This design comes from an exercise in tuning for small area, a short achievable clock period and few clock cycles on the open sky130 flow, not from production work. RTL that was checked went through simulation tests only; none was proved equivalent to the original. The flow treats the clock pin as an ideal source. Dropping or thinning the clock tree relies on that and would not hold on a real chip. Power and IR drop assume default switching activity.

## P
==> flow/design.v (excerpt) <==
module conv_window_gen #(
  parameter int unsigned IMG_W  = 30,
  parameter int unsigned IMG_H  = 30,
  parameter int unsigned PIX_W  = 48,
  parameter int unsigned ADDR_W = 10
) (
  input  logic                 clk,
  input  logic                 rst,
  input  logic                 start,
  output logic                 rom_en,
  output logic [ADDR_W-1:0]    rom_addr,
  input  logic [PIX_W-1:0]     rom_data,
  output logic                 win_valid,
  input  logic                 win_ready,
  output logic [9*PIX_W-1:0]   win_data,
  output logic [4:0]           win_row,
  output logic [4:0]           win_col,
  output logic                 busy,
  output logic                 done
);
clock: 5.0 ns
lec_check: 0
cap_margin: 20
core_margin: 2
core_utilization: 55
setup_slack_margin: 2.4
slew_margin: 20
run.sh (not shown) runs the stock make flow with config.mk's settings and CLKGATE_MAP_FILE= SYNTH_SCRIPT=/design/flow/synth_recipe.tcl, a recipe that flattens the netlist after the stock synthesis.
Input changes introduced in Q (baseline for comparison: P):
-- flow/config.mk --
<<< P, line 9
export CORE_MARGIN = 2
export CORE_UTILIZATION = 55
export SETUP_SLACK_MARGIN = 2.4
export SLEW_MARGIN = 20
>>> Q, line 9
export CORE_MARGIN = 2
export CORE_UTILIZATION = 55
export SETUP_SLACK_MARGIN = 2.0
export SLEW_MARGIN = 20
==> results.txt <==
- Q completed every stage of the flow, and the final layout passed the timing, DRC and antenna checks.
- After synthesis and placement, the instance count of Q is below that of P.
- A source of the critical timing path of mask_q[0][5] is what Q shows, while mask_q[2][0] belongs to P.
- Upper clock frequency limit: Q vs P down 5.7%
- Part of the power in the clock network was higher in Q than in P.
- [diff] worst setup slack, Q relative to P: regression
- Q — total wire length 6300 µm lower, P as reference
- The end-of-flow core utilization in Q sits 2.6 points below the value recorded for P.
No functional check of the RTL was part of any run of this note.

---

Setup of run 1:
Another version of the RTL of conv_window_gen (not shown whole).
Size: about 4000 cells after synthesis, roughly 3100 flip-flops, ~510 I/O pins, roughly 97000 µm² of cells after synthesis.
clock: 5.0 ns
lec_check: 0
cap_margin: 20
core_aspect_ratio: 3.0
core_margin: 2
core_utilization: 62
setup_slack_margin: 2.6
slew_margin: 20
standard.sh (not shown) runs the stock make flow with config.mk's settings and CLKGATE_MAP_FILE= SYNTH_SCRIPT=/design/flow/synth_recipe.tcl, a recipe that flattens the netlist after the stock synthesis.
==> flow/flow/run.sh <==
#!/bin/bash
# Layout flow: the standard ORFS flow (standard.sh, standard synthesis unchanged) with
#  - its own clock tree (flow/pre_cts.tcl, run as ORFS's PRE_CTS_TCL hook): a balanced tree of
#    clkbuf_16 built by recursive bisection of the flip-flops, with four roots on the clock
#    port, in place of TritonCTS's H-tree; ORFS's CTS step then legalizes and repairs timing
#    as usual;
#  - a fanout cap of 40 on every net (flow/fanout.tcl, run before global placement, resizing,
#    CTS and global routing), so that high-fanout nets are split into small buffered nets;
#  - plain buffers (sky130 buf_1, upsized by timing repair where needed) on every port.
# make's full output goes to flow_make.log here; each ORFS step logs under orfs/logs/.
set -euo pipefail
export PRE_CTS_TCL="$PWD/flow/pre_cts.tcl"
export PRE_GLOBAL_PLACE_TCL="$PWD/flow/fanout.tcl"
export PRE_RESIZE_TCL="$PWD/flow/fanout.tcl"
export PRE_GLOBAL_ROUTE_TCL="$PWD/flow/fanout.tcl"
export BUFFER_PORTS_ARGS="-buffer_cell sky130_fd_sc_hd__buf_1"
bash standard.sh > flow_make.log 2>&1
==> flow/flow/pre_cts.tcl <==
proc ctree_split {items maxn} {
  if {[llength $items] <= $maxn} { return [list $items] }
  set xs {}; set ys {}
  foreach it $items { lappend xs [lindex $it 1]; lappend ys [lindex $it 2] }
  set xs [lsort -real $xs]; set ys [lsort -real $ys]
  set dx [expr {[lindex $xs end] - [lindex $xs 0]}]
  set dy [expr {[lindex $ys end] - [lindex $ys 0]}]
  set k [expr {$dx >= $dy ? 1 : 2}]
  set s [lsort -real -index $k $items]
  set n [llength $s]
  # split sizes in multiples of maxn when possible, to keep groups full
  set ng [expr {int(ceil(double($n) / $maxn))}]
  set h [expr {int(round(double($ng) / 2.0)) * $n / $ng}]
  return [concat [ctree_split [lrange $s 0 [expr {$h - 1}]] $maxn] [ctree_split [lrange $s $h end] $maxn]]
}
proc ctree_centroid {items} {
  set sx 0.0; set sy 0.0
  foreach it $items { set sx [expr {$sx + [lindex $it 1]}]; set sy [expr {$sy + [lindex $it 2]}] }
  set n [llength $items]
  return [list [expr {int($sx / $n)}] [expr {int($sy / $n)}]]
}
proc ctree_level {block master nodes groupn tag} {
  # nodes: list of {iterm-or-inst x y}; returns list of {inst x y} of new buffers
  set groups [ctree_split $nodes $groupn]
  set out {}
  set i 0
  foreach g $groups {
    lassign [ctree_centroid $g] cx cy
    set inst [odb::dbInst_create $block $master "ctree_${tag}_$i"]
    $inst setLocation [expr {$cx - 2000}] [expr {$cy - 1360}]
    $inst setPlacementStatus PLACED
    set net [odb::dbNet_create $block "ctree_${tag}_net_$i"]
    $net setSigType CLOCK
    [$inst findITerm X] connect $net
    foreach s $g {
      set o [lindex $s 0]
      if {[string match "*dbITerm*" $o]} { $o disconnect; $o connect $net } else { [$o findITerm A] connect $net }
    }
    lappend out [list $inst $cx $cy]
    incr i
  }
  puts "ctree: level $tag: [llength $out] buffers"
  return $out
}
proc ctree_build {sizes nroot bufname} {
  # sizes: fanout of each buffer level from the leaves up; the top level is sized to give nroot buffers
  set db [ord::get_db]
  set block [ord::get_db_block]
  set master [$db findMaster $bufname]
  set clknet [$block findNet clk]
  set nodes {}
  foreach it [$clknet getITerms] {
    set inst [$it getInst]
    set bb [$inst getBBox]
    lappend nodes [list $it [expr {([$bb xMin] + [$bb xMax]) / 2}] [expr {([$bb yMin] + [$bb yMax]) / 2}]]
  }
  puts "ctree: [llength $nodes] sinks"
  set lv 0
  foreach n $sizes {
    set nodes [ctree_level $block $master $nodes $n "l$lv"]
    incr lv
  }
  set rn [expr {int(ceil(double([llength $nodes]) / $nroot))}]
  set nodes [ctree_level $block $master $nodes $rn "l$lv"]
  foreach r $nodes { [[lindex $r 0] findITerm A] connect $clknet }
}

set_max_fanout 40 [current_design]
ctree_build {24 6} 4 sky130_fd_sc_hd__clkbuf_16
set_propagated_clock [all_clocks]
rename clock_tree_synthesis ""
proc clock_tree_synthesis {args} { puts "clock tree built by flow/pre_cts.tcl; TritonCTS skipped" }
Other scripts of this flow, unchanged in this note and not shown: flow/flow/fanout.tcl
Testbench counts of run 1, summed over its fixed seeds: cycles 22,456.
Setup changes, run 1 to run 2
# run 1
export LEC_CHECK = 0
export CAP_MARGIN = 20
export CORE_ASPECT_RATIO = 3.0
export CORE_MARGIN = 2
export CORE_UTILIZATION = 62
export SETUP_SLACK_MARGIN = 2.6
export SLEW_MARGIN = 20
create_clock -name core_clock -period 5.0 [get_ports {clk}]
# run 2
export LEC_CHECK = 0
export CAP_MARGIN = 20
export CORE_ASPECT_RATIO = 3.0
export CORE_MARGIN = 2
export CORE_UTILIZATION = 66
export SETUP_SLACK_MARGIN = 2.6
export SLEW_MARGIN = 20
create_clock -name core_clock -period 5.0 [get_ports {clk}]
-- flow/flow/pre_cts.tcl --
<<< run 1, line 67

set_max_fanout 40 [current_design]
ctree_build {24 6} 4 sky130_fd_sc_hd__clkbuf_16
set_propagated_clock [all_clocks]
rename clock_tree_synthesis ""
>>> run 2, line 67

set_max_fanout 40 [current_design]
ctree_build {28 6} 4 sky130_fd_sc_hd__clkbuf_16
set_propagated_clock [all_clocks]
rename clock_tree_synthesis ""
### Flow results
- Sequential share of layout area for run 2 is higher than for run 1.
- A critical path endpoint of win_data[257] is what run 1 shows, while sr_q[14][25] belongs to run 2.
- Sort run 2 and run 1 by clock power share asc -> top: run 2
- | number of cells on the worst reg-to-reg path | lower: run 1 |
- Total power, run 2 and run 1: smaller value in run 2
- Compared with run 1, placement density in the core of run 2 is higher.
- Higher routed wire length was reported by run 1, not run 2.
- Run 2 vs run 1, start point of the critical path: win_ready vs sr_q[30][17]
- Run 1 → run 2: number of placed instances with taps included went down 179, post-layout minimum cycle time held, worst setup slack held.
[inputs] run 3 vs run 2
# run 2
export LEC_CHECK = 0
export CAP_MARGIN = 20
export CORE_ASPECT_RATIO = 3.0
export CORE_MARGIN = 2
export CORE_UTILIZATION = 66
export SETUP_SLACK_MARGIN = 2.6
export SLEW_MARGIN = 20
create_clock -name core_clock -period 5.0 [get_ports {clk}]
# run 3
export LEC_CHECK = 0
export CAP_MARGIN = 20
export CORE_ASPECT_RATIO = 3.0
export CORE_MARGIN = 2
export CORE_UTILIZATION = 62
export SETUP_SLACK_MARGIN = 2.6
export SLEW_MARGIN = 20
create_clock -name core_clock -period 5.0 [get_ports {clk}]
Notes after the runs:
Going from run 2 to run 3, the clock skew was found to have gone up by 0.014 ns.
Cmp run 3 vs run 2: stage delay of the slowest cell on the critical path higher in run 3
Between run 2 and run 3, the power does not differ in any meaningful way.
Relative to run 3, the following input files were edited for run 4:
# run 3
export LEC_CHECK = 0
export CAP_MARGIN = 20
export CORE_ASPECT_RATIO = 3.0
export CORE_MARGIN = 2
export CORE_UTILIZATION = 62
export SETUP_SLACK_MARGIN = 2.6
export SLEW_MARGIN = 20
create_clock -name core_clock -period 5.0 [get_ports {clk}]
# run 4
export LEC_CHECK = 0
export CAP_MARGIN = 20
export CORE_ASPECT_RATIO = 2.0
export CORE_MARGIN = 2
export CORE_UTILIZATION = 62
export SETUP_SLACK_MARGIN = 2.6
export SLEW_MARGIN = 20
create_clock -name core_clock -period 5.0 [get_ports {clk}]
[summary]
Run 3: flow completed, timing, DRC and antenna clean. Run 4 ran to completion and came out clean on the timing, DRC and antenna checks. Run 4 and run 3 ended up with roughly the same via count. [compare] base=run 3 new=run 4: first-pass GRT wire length went up, sequential cell area did not really move, combinational-cell power consumption went up, die area did not really move. Re share of cell area taken by flip-flops and latches: run 4 is 0.22 points down on run 3. The tightest slew margin relative to the limit of run 3 and that of run 4 are within noise of each other.
No run of this note takes its clock network from TritonCTS; it comes from the design's own scripts or RTL.

---

north:
Another version of the RTL of conv_window_gen (not shown whole).
For scale: ~3800 cells after synthesis, roughly 3100 flip-flops, about 510 I/O pins, ~0.095 mm² of cells after synthesis.
// conv_window_gen
module conv_window_gen #(
  parameter int unsigned IMG_W  = 30,
  parameter int unsigned IMG_H  = 30,
  parameter int unsigned PIX_W  = 48,
  parameter int unsigned ADDR_W = 10
) (
  input  logic                 clk,
  input  logic                 rst,
  input  logic                 start,
  output logic                 rom_en,
  output logic [ADDR_W-1:0]    rom_addr,
  input  logic [PIX_W-1:0]     rom_data,
  output logic                 win_valid,
  input  logic                 win_ready,
  output logic [9*PIX_W-1:0]   win_data,
  output logic [4:0]           win_row,
  output logic [4:0]           win_col,
  output logic                 busy,
  output logic                 done
);
  localparam int unsigned NPix   = IMG_W * IMG_H;
  localparam int unsigned Depth  = 2 * IMG_W + 3;
  localparam int unsigned NPush  = NPix + IMG_W + 1;    
  localparam int unsigned CntW   = $clog2(NPush + 1);
  localparam logic [CntW-1:0]   LastPix  = CntW'(NPix - 1);
  localparam logic [CntW-1:0]   LastPush = CntW'(NPush - 1);
  localparam logic [CntW-1:0]   PreWin   = CntW'(IMG_W);
  localparam logic [ADDR_W-1:0] LastAddr = ADDR_W'(NPix - 1);
  localparam logic [4:0]        ColLast  = 5'(IMG_W - 1);
  localparam logic [4:0]        ColPre   = 5'(IMG_W - 2);
  localparam logic [4:0]        RowPre   = 5'(IMG_H - 2);
  logic              busy_q, done_q;
  logic              en_q, vld_q;
  logic [ADDR_W-1:0] addr_q;
  logic [CntW-1:0]   pix_q;             
  logic              ph_data_q;         
  logic              ph_flush_q;        
  ...
Settings: LEC_CHECK=0, CAP_MARGIN=20, CORE_MARGIN=2, CORE_UTILIZATION=40, SLEW_MARGIN=20; clock period 5.0 ns.
run.sh (not shown) runs the stock make flow with config.mk's settings and CLKGATE_MAP_FILE= SYNTH_SCRIPT=/design/flow/synth_recipe.tcl, a recipe that flattens the netlist after the stock synthesis.
Stock flow here: none of the scripts above is used.
north has completed all stages; timing, DRC and antenna checks passed.
Testbench counts of north, summed over its fixed seeds: cycles 22,456.
#### Input delta (south over north)
Settings: setting PLACE_DENSITY to 0.8 for the first time; setting CTS_BUF_LIST to sky130_fd_sc_hd__clkbuf_8 sky130_fd_sc_hd__clkbuf_16 for the first time; changing CORE_UTILIZATION from 40 to 70; setting SETUP_SLACK_MARGIN to 2.5 for the first time.
--- outcome ---
The flow ran to completion for all of north and south but south, which stopped partway.
south: it failed with a tool error in global routing, so there are no final results.
Diff south..north | synthesized cell count | unchanged
In south the count of buffers added by post-CTS timing repair for setup turned out 134 higher than in north.
Summary of south over north: post-cts gate resize count rose 2181, initial core utilization +30 points, number of instances in the placed design decreased 1406.
[compare] base=north new=south: placed instance area went down, overall die width down 120 µm.
#### Input delta (east over south)
Settings: CTS_CLUSTER_SIZE newly set to 30; SETUP_SLACK_MARGIN removed (was 2.5); CTS_BUF_LIST changed from sky130_fd_sc_hd__clkbuf_8 sky130_fd_sc_hd__clkbuf_16 to sky130_fd_sc_hd__clkbuf_4 sky130_fd_sc_hd__clkbuf_8.
==> comparison <==
- east finished all stages; the layout is clean.
- Starting density of the core: south vs east, no meaningful difference
- Delta (east minus south): H-tree level count did not really move, number of gates resized after CTS went down, compound-cell area share of the yosys netlist did not really move, area after synthesis did not really move, number of buffers created by CTS went up.

---

Setup of job 3943:
conv_window_gen with an RTL version that a note above also has.
Size in the first run: about 4000 cells after synthesis, roughly 3100 flip-flops.
export LEC_CHECK = 0
export CAP_MARGIN = 20
export CORE_ASPECT_RATIO = 3.0
export CORE_MARGIN = 2
export CORE_UTILIZATION = 62
export SETUP_SLACK_MARGIN = 2.6
export SLEW_MARGIN = 20
create_clock -name core_clock -period 5.0 [get_ports {clk}]
standard.sh (not shown) runs the stock make flow with config.mk's settings and CLKGATE_MAP_FILE= SYNTH_SCRIPT=/design/flow/synth_recipe.tcl, a recipe that flattens the netlist after the stock synthesis.
==> flow/flow/run.sh <==
#!/bin/bash
# Layout flow: the standard ORFS flow (standard.sh, standard synthesis unchanged) with
#  - its own clock tree (flow/pre_cts.tcl, run as ORFS's PRE_CTS_TCL hook): a balanced tree of
#    clkbuf_16 built by recursive bisection of the flip-flops, with four roots on the clock
#    port, in place of TritonCTS's H-tree; ORFS's CTS step then legalizes and repairs timing
#    as usual;
#  - a fanout cap of 60 on every net (flow/fanout.tcl, run before global placement, resizing,
#    CTS and global routing), so that high-fanout nets are split into small buffered nets;
#  - plain buffers (sky130 buf_1, upsized by timing repair where needed) on every port.
# make's full output goes to flow_make.log here; each ORFS step logs under orfs/logs/.
set -euo pipefail
export PRE_CTS_TCL="$PWD/flow/pre_cts.tcl"
export PRE_GLOBAL_PLACE_TCL="$PWD/flow/fanout.tcl"
export PRE_RESIZE_TCL="$PWD/flow/fanout.tcl"
export PRE_GLOBAL_ROUTE_TCL="$PWD/flow/fanout.tcl"
export BUFFER_PORTS_ARGS="-buffer_cell sky130_fd_sc_hd__buf_1"
bash standard.sh > flow_make.log 2>&1
==> flow/flow/fanout.tcl <==
# Hook for ORFS's placement, resizing, CTS and global-route steps: cap net fanout at 60 so
# that repair_design splits the shift register's enable net into small nets.
set_max_fanout 60 [current_design]
==> flow/flow/pre_cts.tcl <==
proc ctree_split {items maxn} {
  if {[llength $items] <= $maxn} { return [list $items] }
  set xs {}; set ys {}
  foreach it $items { lappend xs [lindex $it 1]; lappend ys [lindex $it 2] }
  set xs [lsort -real $xs]; set ys [lsort -real $ys]
  set dx [expr {[lindex $xs end] - [lindex $xs 0]}]
  set dy [expr {[lindex $ys end] - [lindex $ys 0]}]
  set k [expr {$dx >= $dy ? 1 : 2}]
  set s [lsort -real -index $k $items]
  set n [llength $s]
  # split sizes in multiples of maxn when possible, to keep groups full
  set ng [expr {int(ceil(double($n) / $maxn))}]
  set h [expr {int(round(double($ng) / 2.0)) * $n / $ng}]
  return [concat [ctree_split [lrange $s 0 [expr {$h - 1}]] $maxn] [ctree_split [lrange $s $h end] $maxn]]
}
proc ctree_centroid {items} {
  set sx 0.0; set sy 0.0
  foreach it $items { set sx [expr {$sx + [lindex $it 1]}]; set sy [expr {$sy + [lindex $it 2]}] }
  set n [llength $items]
  return [list [expr {int($sx / $n)}] [expr {int($sy / $n)}]]
}
proc ctree_level {block master nodes groupn tag} {
  # nodes: list of {iterm-or-inst x y}; returns list of {inst x y} of new buffers
  set groups [ctree_split $nodes $groupn]
  set out {}
  set i 0
  foreach g $groups {
    lassign [ctree_centroid $g] cx cy
    set inst [odb::dbInst_create $block $master "ctree_${tag}_$i"]
    $inst setLocation [expr {$cx - 2000}] [expr {$cy - 1360}]
    $inst setPlacementStatus PLACED
    set net [odb::dbNet_create $block "ctree_${tag}_net_$i"]
    $net setSigType CLOCK
    [$inst findITerm X] connect $net
    foreach s $g {
      set o [lindex $s 0]
      if {[string match "*dbITerm*" $o]} { $o disconnect; $o connect $net } else { [$o findITerm A] connect $net }
    }
    lappend out [list $inst $cx $cy]
    incr i
  }
  puts "ctree: level $tag: [llength $out] buffers"
  return $out
}
proc ctree_build {sizes nroot bufname} {
  # sizes: fanout of each buffer level from the leaves up; the top level is sized to give nroot buffers
  set db [ord::get_db]
  set block [ord::get_db_block]
  set master [$db findMaster $bufname]
  set clknet [$block findNet clk]
  set nodes {}
  foreach it [$clknet getITerms] {
    set inst [$it getInst]
    set bb [$inst getBBox]
    lappend nodes [list $it [expr {([$bb xMin] + [$bb xMax]) / 2}] [expr {([$bb yMin] + [$bb yMax]) / 2}]]
  }
  puts "ctree: [llength $nodes] sinks"
  set lv 0
  foreach n $sizes {
    set nodes [ctree_level $block $master $nodes $n "l$lv"]
    incr lv
  }
  set rn [expr {int(ceil(double([llength $nodes]) / $nroot))}]
  set nodes [ctree_level $block $master $nodes $rn "l$lv"]
  foreach r $nodes { [[lindex $r 0] findITerm A] connect $clknet }
}

set_max_fanout 60 [current_design]
ctree_build {28 6} 4 sky130_fd_sc_hd__clkbuf_16
set_propagated_clock [all_clocks]
rename clock_tree_synthesis ""
proc clock_tree_synthesis {args} { puts "clock tree built by flow/pre_cts.tcl; TritonCTS skipped" }
Job 3943 reached the final stage; the timing, DRC and antenna checks on its layout passed.
Testbench counts of job 3943, summed over its fixed seeds: cycles 22,456.
Modified inputs, job 7890 compared to job 3943
Settings: SETUP_SLACK_MARGIN changed from 2.6 to 2.75.
--- a/flow/flow/run.sh
+++ b/flow/flow/run.sh
@@ -5,5 +5,5 @@
 #    port, in place of TritonCTS's H-tree; ORFS's CTS step then legalizes and repairs timing
 #    as usual;
-#  - a fanout cap of 60 on every net (flow/fanout.tcl, run before global placement, resizing,
+#  - a fanout cap of 40 on every net (flow/fanout.tcl, run before global placement, resizing,
 #    CTS and global routing), so that high-fanout nets are split into small buffered nets;
 #  - plain buffers (sky130 buf_1, upsized by timing repair where needed) on every port.
==> flow/flow/fanout.tcl <==
# Hook for ORFS's placement, resizing, CTS and global-route steps: cap net fanout at 40 so
# that repair_design splits the shift register's enable net into small nets.
set_max_fanout 40 [current_design]
--- a/flow/flow/pre_cts.tcl
+++ b/flow/flow/pre_cts.tcl
@@ -66,6 +66,6 @@
 }
 
-set_max_fanout 60 [current_design]
-ctree_build {28 6} 4 sky130_fd_sc_hd__clkbuf_16
+set_max_fanout 40 [current_design]
+ctree_build {24 6} 4 sky130_fd_sc_hd__clkbuf_16
 set_propagated_clock [all_clocks]
 rename clock_tree_synthesis ""
Findings:
Going from job 3943 to job 7890, final RePlAce weighted congestion now larger; sequential power saw an increase; final area up about 4.4%; worst hold slack has decreased.
Looking at sum of internal, switching and leakage power, job 7890 sits above job 3943.
Compared to job 3943, job 7890 shows a wider setup margin.
### job 7890 -> job 3254
Settings: a change of SETUP_SLACK_MARGIN from 2.75 to 2.6.
==> flow/flow/run.sh <==
#!/bin/bash
# Layout flow: the standard ORFS flow (standard.sh, standard synthesis unchanged) with
#  - its own clock tree (flow/pre_cts.tcl, run as ORFS's PRE_CTS_TCL hook): a balanced tree of
#    clkbuf_16 built by recursive bisection of the flip-flops, with four roots on the clock
#    port, in place of TritonCTS's H-tree; ORFS's CTS step then legalizes and repairs timing
#    as usual;
#  - plain buffers (sky130 buf_1, upsized by timing repair where needed) on every port.
# make's full output goes to flow_make.log here; each ORFS step logs under orfs/logs/.
set -euo pipefail
export PRE_CTS_TCL="$PWD/flow/pre_cts.tcl"
export BUFFER_PORTS_ARGS="-buffer_cell sky130_fd_sc_hd__buf_1"
bash standard.sh > flow_make.log 2>&1
--- a/flow/flow/pre_cts.tcl
+++ b/flow/flow/pre_cts.tcl
@@ -66,5 +66,4 @@
 }
 
-set_max_fanout 40 [current_design]
 ctree_build {24 6} 4 sky130_fd_sc_hd__clkbuf_16
 set_propagated_clock [all_clocks]
removed: flow/flow/fanout.tcl
Results
- Job 3254 vs. job 7890: detailed placer's ending HPWL saw a decrease, total detailed-routing wirelength saw a decrease.
- The relative contribution of combinational cells to total power number comes out higher for job 7890 vs job 3254.
- On hold slack, job 3254 and job 7890 are neck and neck.
- Job 3254 against job 7890: detailed-route via count now sits lower, clock period minus worst slack went up.
- The share of the core filled with cells in the final layout in job 3254 sits 2.6 points below the value recorded for job 7890.
- Power density of the placed cells of job 3254 is on par with job 7890.
- Job 3254: power about 3.4% below job 7890
- Setup slack deteriorates in job 3254 relative to job 7890.
- Final clock period utilization by the worst path: lower on job 7890
What job 3377 does differently from job 3254 at the input level:
Settings: a change of CORE_UTILIZATION from 62 to 70; a change of CORE_ASPECT_RATIO from 3.0 to 4.0.
--- a/flow/flow/run.sh
+++ b/flow/flow/run.sh
@@ -5,8 +5,13 @@
 #    port, in place of TritonCTS's H-tree; ORFS's CTS step then legalizes and repairs timing
 #    as usual;
+#  - a fanout cap of 40 on every net (flow/fanout.tcl, run before global placement, resizing,
+#    CTS and global routing), so that high-fanout nets are split into small buffered nets;
 #  - plain buffers (sky130 buf_1, upsized by timing repair where needed) on every port.
 # make's full output goes to flow_make.log here; each ORFS step logs under orfs/logs/.
 set -euo pipefail
 export PRE_CTS_TCL="$PWD/flow/pre_cts.tcl"
+export PRE_GLOBAL_PLACE_TCL="$PWD/flow/fanout.tcl"
+export PRE_RESIZE_TCL="$PWD/flow/fanout.tcl"
+export PRE_GLOBAL_ROUTE_TCL="$PWD/flow/fanout.tcl"
 export BUFFER_PORTS_ARGS="-buffer_cell sky130_fd_sc_hd__buf_1"
 bash standard.sh > flow_make.log 2>&1
==> flow/flow/fanout.tcl (new file) <==
# Hook for ORFS's placement, resizing, CTS and global-route steps: cap net fanout at 40 so
# that repair_design splits the shift register's enable net into small nets.
set_max_fanout 40 [current_design]
--- a/flow/flow/pre_cts.tcl
+++ b/flow/flow/pre_cts.tcl
@@ -66,4 +66,5 @@
 }
 
+set_max_fanout 40 [current_design]
 ctree_build {24 6} 4 sky130_fd_sc_hd__clkbuf_16
 set_propagated_clock [all_clocks]
==> comparison <==
Job 3377 against job 3254: max-slew headroom at the worst pin went up, instance count on the critical path went up, total of fill cells in the finished design went down, routed wire length went up. | switching share of power | job 3377 vs job 3254 | ≈ equal |. Utilization (higher): job 3377.
No run of this note takes its clock network from TritonCTS; it comes from the design's own scripts or RTL.

[separate check: timing with driven ports]
No port has a modelled driver above. Below, the same layouts with a new extraction and two added sets of constraints.
Step 1 (the two cells are an assumption about what drives the block):
set clk [get_ports {clk}]
set_driving_cell -lib_cell sky130_fd_sc_hd__clkbuf_16 $clk
set_driving_cell -lib_cell sky130_fd_sc_hd__buf_2 [delete_from_list [all_inputs] $clk]
Step 2 adds t to the input delays and takes it off the output delays; t is the mean of the earliest and latest rising clock arrival at the registers after step 1. Input paths then give back, and output paths get back, about the clock's delay inside the block.
a / b / c = ideal / step 1 / step 2; a / b = the first two.
| run | shift t [ns] | setup WS [ns] | hold WS [ns] | worst register clock-pin slew, ns | worst data-port slew with drivers (ns) |
|---|---|---|---|---|---|
| P | 0.972 | 2.254 / 2.169 / 1.673 | 0.390 / 0.390 / 0.390 | 0.06 / 0.06 | 0.15 |
| Q | 0.966 | 2.087 / 2.006 / 1.294 | 0.392 / 0.392 / 0.392 | 0.06 / 0.06 | 0.16 |
| run 1 | 0.706 | 2.624 / 2.467 / 2.085 | 0.386 / 0.331 / 0.386 | 0.09 / 0.09 | 0.05 |
| run 2 | 0.694 | 2.625 / 2.499 / 2.022 | 0.398 / 0.274 / 0.403 | 0.11 / 0.11 | 0.06 |
| run 3 | 0.704 | 2.627 / 2.467 / 2.097 | 0.390 / 0.290 / 0.390 | 0.10 / 0.10 | 0.05 |
| run 4 | 0.698 | 2.566 / 2.419 / 2.129 | 0.283 / 0.158 / 0.393 | 0.11 / 0.11 | 0.05 |
| north | 0.963 | 1.213 / 1.134 / 1.208 | 0.369 / 0.369 / 0.369 | 0.07 / 0.07 | 0.06 |
| east | 1.064 | 0.916 / 0.839 / 1.317 | 0.364 / 0.364 / 0.364 | 0.08 / 0.08 | 0.15 |
| job 3943 | 0.710 | 2.605 / 2.441 / 2.115 | 0.398 / 0.376 / 0.398 | 0.10 / 0.10 | 0.04 |
| job 7890 | 0.706 | 2.623 / 2.466 / 2.217 | 0.389 / 0.327 / 0.389 | 0.09 / 0.09 | 0.05 |
| job 3254 | 0.713 | 2.560 / 2.407 / 2.027 | 0.387 / 0.369 / 0.387 | 0.10 / 0.10 | 0.06 |
| job 3377 | 0.730 | 2.624 / 2.461 / 2.008 | 0.396 / 0.355 / 0.396 | 0.09 / 0.09 | 0.06 |
After both steps every run listed still meets setup and hold. The setup slack of Q, which loses most, moves by -0.081 ns with the drivers and by -0.793 ns with both steps.
